What follows belongs to an exercise in optimizing a design on an open flow for small area; a production flow would make more cautious choices. The RTL was checked by simulation tests, not by an equivalence proof against the original design. Power and IR drop assume default switching activity.

==> trial 32 <==
==> flow/design.v <==
module ins_mem_responder #(
  parameter int unsigned ADDR_W = 8,
  parameter int unsigned DATA_W = 16,
  parameter int unsigned RD_LAT = 2
) (
  input  logic              clk,
  input  logic              rst,
  input  logic              en_ram_in,
  input  logic [ADDR_W-1:0] addr,
  input  logic              ld_we,
  input  logic [ADDR_W-1:0] ld_addr,
  input  logic [DATA_W-1:0] ld_data,
  output logic [DATA_W-1:0] ins,
  output logic              en_ram_out,
  output logic              busy,
  output logic              ovf
);
  localparam int unsigned Depth = 1 << ADDR_W;
  localparam logic [1:0] StIdle = 2'd0;
  localparam logic [1:0] StWait = 2'd1;
  localparam logic [1:0] StResp = 2'd2;
  localparam logic [3:0] CntInit = 4'(RD_LAT - 1);
  localparam logic [1:0] StStart = (RD_LAT > 1) ? StWait : StResp;
  logic [1:0]        state_q, state_d;
  logic [3:0]        cnt_q, cnt_d;
  logic [ADDR_W-1:0] cur_addr_q, cur_addr_d;
  logic [ADDR_W-1:0] pend_addr_q, pend_addr_d;
  logic              pend_q, pend_d;
  logic              ovf_q, ovf_d;
  logic [DATA_W-1:0] ins_q;
  logic              start;
  logic [ADDR_W-1:0] start_addr;
  logic [DATA_W-1:0] mem [Depth];
  always_comb begin
    state_d     = state_q;
    cnt_d       = cnt_q;
    cur_addr_d  = cur_addr_q;
    pend_d      = pend_q;
    pend_addr_d = pend_addr_q;
    ovf_d       = ovf_q;
    start       = 1'b0;
    start_addr  = addr;
    case (state_q)
      StIdle: begin
        start = en_ram_in;
      end
      StWait: begin
        cnt_d = cnt_q - 4'd1;
        if (cnt_q == 4'd1) begin
          state_d = StResp;
        end
        if (en_ram_in) begin
          if (pend_q) begin
            ovf_d = 1'b1;
          end else begin
            pend_d      = 1'b1;
            pend_addr_d = addr;
          end
        end
      end
      StResp: begin
        if (pend_q) begin
          start      = 1'b1;
          start_addr = pend_addr_q;
          pend_d     = 1'b0;
          if (en_ram_in) begin
            ovf_d = 1'b1;
          end
        end else if (en_ram_in) begin
          start = 1'b1;
        end else begin
          state_d = StIdle;
        end
      end
      default: begin
        state_d = StIdle;
      end
    endcase
    if (start) begin
      cur_addr_d = start_addr;
      cnt_d      = CntInit;
      state_d    = StStart;
    end
  end
  always_ff @(posedge clk) begin
    if (!rst) begin
      state_q     <= StIdle;
      cnt_q       <= 4'd0;
      cur_addr_q  <= '0;
      pend_q      <= 1'b0;
      pend_addr_q <= '0;
      ovf_q       <= 1'b0;
      ins_q       <= '0;
    end else begin
      state_q     <= state_d;
      cnt_q       <= cnt_d;
      cur_addr_q  <= cur_addr_d;
      pend_q      <= pend_d;
      pend_addr_q <= pend_addr_d;
      ovf_q       <= ovf_d;
      if (state_d == StResp) begin
        ins_q <= mem[cur_addr_d];
      end
    end
  end
  always_ff @(posedge clk) begin
    if (ld_we) begin
      mem[ld_addr] <= ld_data;
    end
  end
  assign ins        = ins_q;
  assign en_ram_out = (state_q == StResp);
  assign busy       = (state_q != StIdle);
  assign ovf        = ovf_q;
endmodule
==> flow/run.sh <==
#!/bin/bash
# synth_recipe.tcl (not shown) runs the flow's synth.tcl, then flattens the netlist and writes it again
# the make line also repeats each setting of config.mk as NAME=value (left out here)
make -C /OpenROAD-flow-scripts/flow DESIGN_CONFIG=/design/flow/config.mk WORK_HOME=/design/flow/orfs CLKGATE_MAP_FILE= SYNTH_SCRIPT=/design/flow/synth_recipe.tcl finish
==> flow/config.mk <==
export PLATFORM = sky130hd
export DESIGN_NAME = ins_mem_responder
export DESIGN_NICKNAME = ins_mem_responder
export VERILOG_FILES = /design/flow/design.v
export SDC_FILE = /design/flow/constraint.sdc
export NUM_CORES = 4
export LEC_CHECK = 0
export CAP_MARGIN = 20
export CORE_MARGIN = 2
export CORE_UTILIZATION = 50
export SLEW_MARGIN = 20
export SYNTH_MEMORY_MAX_BITS = 8192
==> flow/constraint.sdc <==
create_clock -name core_clock -period 6.0 [get_ports {clk}]
set_input_delay 1.2000 -clock core_clock [delete_from_list [all_inputs] [get_ports {clk}]]
set_output_delay 1.2000 -clock core_clock [all_outputs]
set_load 0.01 [all_outputs]
==> trial 71 (differences from trial 32) <==
==> flow/design.v (replaced) <==
module ins_mem_responder #(
  parameter int unsigned ADDR_W = 8,
  parameter int unsigned DATA_W = 16,
  parameter int unsigned RD_LAT = 2
) (
  input  logic              clk,
  input  logic              rst,
  input  logic              en_ram_in,
  input  logic [ADDR_W-1:0] addr,
  input  logic              ld_we,
  input  logic [ADDR_W-1:0] ld_addr,
  input  logic [DATA_W-1:0] ld_data,
  output logic [DATA_W-1:0] ins,
  output logic              en_ram_out,
  output logic              busy,
  output logic              ovf
);
  localparam int unsigned Depth = 256;
  logic [1:0]  s_q;
  logic [7:0]  cur_addr_q;
  logic        ovf_q;
  logic [15:0] ins_q;
  logic [15:0] mem [Depth];
  wire st_wait   = ~s_q[1] & s_q[0];
  wire st_resp_p = s_q[1] & s_q[0];
  always_ff @(posedge clk) begin
    if (!rst) begin
      s_q   <= 2'b00;
      ovf_q <= 1'b0;
    end else begin
      s_q[1] <= st_wait;
      s_q[0] <= st_wait ? en_ram_in : (st_resp_p | en_ram_in);
      if (st_resp_p & en_ram_in) ovf_q <= 1'b1;
    end
  end
  always_ff @(posedge clk) begin
    if (!st_resp_p) cur_addr_q <= addr;
  end
  logic [15:0] wlo_n, whi_n;
  logic [Depth-1:0] wen;
  always_comb begin
    for (int i = 0; i < 16; i++) begin
      wlo_n[i] = ~(ld_we && ld_addr[3:0] == 4'(i));
      whi_n[i] = ~(ld_addr[7:4] == 4'(i));
    end
  end
  logic [15:0] rlo_n, rhi_n;
  logic [Depth-1:0] rsel;
  always_comb begin
    for (int i = 0; i < 16; i++) begin
      rlo_n[i] = ~(cur_addr_q[3:0] == 4'(i));
      rhi_n[i] = ~(cur_addr_q[7:4] == 4'(i));
    end
  end
  for (genvar w = 0; w < Depth; w++) begin : g_word
    imr_nor2 u_wen (.a(wlo_n[w % 16]), .b(whi_n[w / 16]), .y(wen[w]));
    imr_nor2 u_rsel (.a(rlo_n[w % 16]), .b(rhi_n[w / 16]), .y(rsel[w]));
  end
  always_ff @(posedge clk) begin
    for (int w = 0; w < Depth; w++) begin
      if (wen[w]) mem[w] <= ld_data;
    end
  end
  logic [15:0] rd;
  for (genvar b = 0; b < 16; b++) begin : g_bit
    logic [85:0] l1;   
    logic [21:0] l2;   
    logic [5:0]  l3;
    logic [1:0]  l4;
    for (genvar k = 0; k < 85; k++) begin : g_l1
      imr_aoi222 u (.a1(rsel[3*k]), .a2(mem[3*k][b]),
                    .b1(rsel[3*k+1]), .b2(mem[3*k+1][b]),
                    .c1(rsel[3*k+2]), .c2(mem[3*k+2][b]), .y(l1[k]));
    end
    imr_nand2 u_l1x (.a(rsel[255]), .b(mem[255][b]), .y(l1[85]));
    for (genvar k = 0; k < 21; k++) begin : g_l2
      imr_nand4 u (.a(l1[4*k]), .b(l1[4*k+1]), .c(l1[4*k+2]), .d(l1[4*k+3]), .y(l2[k]));
    end
    imr_nand2 u_l2x (.a(l1[84]), .b(l1[85]), .y(l2[21]));
    for (genvar k = 0; k < 5; k++) begin : g_l3
      imr_or4 u (.a(l2[4*k]), .b(l2[4*k+1]), .c(l2[4*k+2]), .d(l2[4*k+3]), .y(l3[k]));
    end
    imr_or2 u_l3x (.a(l2[20]), .b(l2[21]), .y(l3[5]));
    for (genvar k = 0; k < 2; k++) begin : g_l4
      imr_or3 u (.a(l3[3*k]), .b(l3[3*k+1]), .c(l3[3*k+2]), .y(l4[k]));
    end
    imr_or2 u_l5 (.a(l4[0]), .b(l4[1]), .y(rd[b]));
  end
  always_ff @(posedge clk) begin
    ins_q <= rd;
  end
  assign ins        = ins_q;
  assign en_ram_out = s_q[1];
  assign busy       = s_q[1] | s_q[0];
  assign ovf        = ovf_q;
endmodule
module imr_nor2 (input logic a, b, output logic y);
  assign y = ~(a | b);
endmodule
module imr_nand2 (input logic a, b, output logic y);
  assign y = ~(a & b);
endmodule
module imr_nand4 (input logic a, b, c, d, output logic y);
  assign y = ~(a & b & c & d);
endmodule
module imr_or2 (input logic a, b, output logic y);
  assign y = a | b;
endmodule
module imr_or3 (input logic a, b, c, output logic y);
  assign y = a | b | c;
endmodule
module imr_or4 (input logic a, b, c, d, output logic y);
  assign y = a | b | c | d;
endmodule
module imr_aoi222 (input logic a1, a2, b1, b2, c1, c2, output logic y);
  assign y = ~((a1 & a2) | (b1 & b2) | (c1 & c2));
endmodule
Settings changed: CORE_UTILIZATION 50 to 65, CTS_BUF_LIST from default to sky130_fd_sc_hd__clkbuf_8, CTS_CLUSTER_DIAMETER from default to 60, CTS_CLUSTER_SIZE from default to 15, GPL_TIMING_DRIVEN from default to 0, SYNTH_HIERARCHICAL from default to 1.
==> summary of the runs <==
Against trial 71, the worst setup slack of trial 32 is better by 13 ps.
Of trial 71 and trial 32, trial 32 has the higher cell count (gap about 40%, measured against trial 32).
Between trial 32 and trial 71, the lower non-clock buffer count is in trial 71 (gap 819).
Against trial 71, the clock skew of trial 32 is higher by 7.0 ps.
In trial 71 the first-iteration DRC count is smaller than in trial 32, by 5.4%.
Between trial 32 and trial 71, the lower hold slack is in trial 71 (gap 130 ps).
Global-route usage: trial 71 is higher than trial 32 (0.77 points).
==> figures <==
Endpoint of the most critical setup path: trial 71 ins_q[8]; trial 32 ins_q[6]
Proportion of cell area occupied by multi-input gates: trial 71 0.133; trial 32 0.216
Vias in the first global route: trial 71 73200; trial 32 109000
Worst skew pair latency: trial 71 1110 ps; trial 32 1030 ps
Multi-input gates: trial 71 2482; trial 32 6967
Global-route wire length before repair: trial 71 555000 um; trial 32 849000 um
Hold Startpoint: trial 71 ld_data[14]; trial 32 pend_addr_q[2]
Sequential cell power: trial 71 0.0318 W; trial 32 0.0319 W
Status: trial 71 finished clean; trial 32 finished clean
Final design area excluding fillers: trial 71 157000 um2; trial 32 195000 um2
Max Clock Skew: trial 71 47.1 ps; trial 32 54.1 ps
Setup Crit Path Kind: trial 71 flop to flop; trial 32 input port to flop
Launch instance of the worst register-to-register path: trial 71 cur_addr_q[5]; trial 32 state_q[1]
Net Count, Synth: trial 71 6645; trial 32 12000
Die outline area: trial 71 224000 um2; trial 32 344000 um2

==> what the ideal ports hide <==
How much do the figures lean on ideal ports? The routed layouts below were timed once more, with nothing changed but the port constraints. Step 1: set_driving_cell puts a clkbuf_16 on clk and a buf_2 on each other input, an assumption about the parent block. Step 2 also shifts input and output timing later by t, the mid clock arrival at the registers, as if the neighbouring blocks saw the same clock. a / b / c = no drivers / after step 1 / after step 2; a / b = the first two.
| run | t (ns) | setup slack, ns | worst slew at a driven data input, ns | cell pins on the clock port's net |
|---|---|---|---|---|
| trial 32 | 1.108 | 0.458 / 0.536 / -0.572 | 0.21 | 1 |
| trial 71 | 1.183 | 0.444 / 0.444 / 0.444 | 0.21 | 1 |
Met with ideal ports but missed after step 2: setup timing in trial 32. The setup slack of trial 32, which loses most, moves by +0.078 ns with the drivers and by -1.030 ns with both steps.
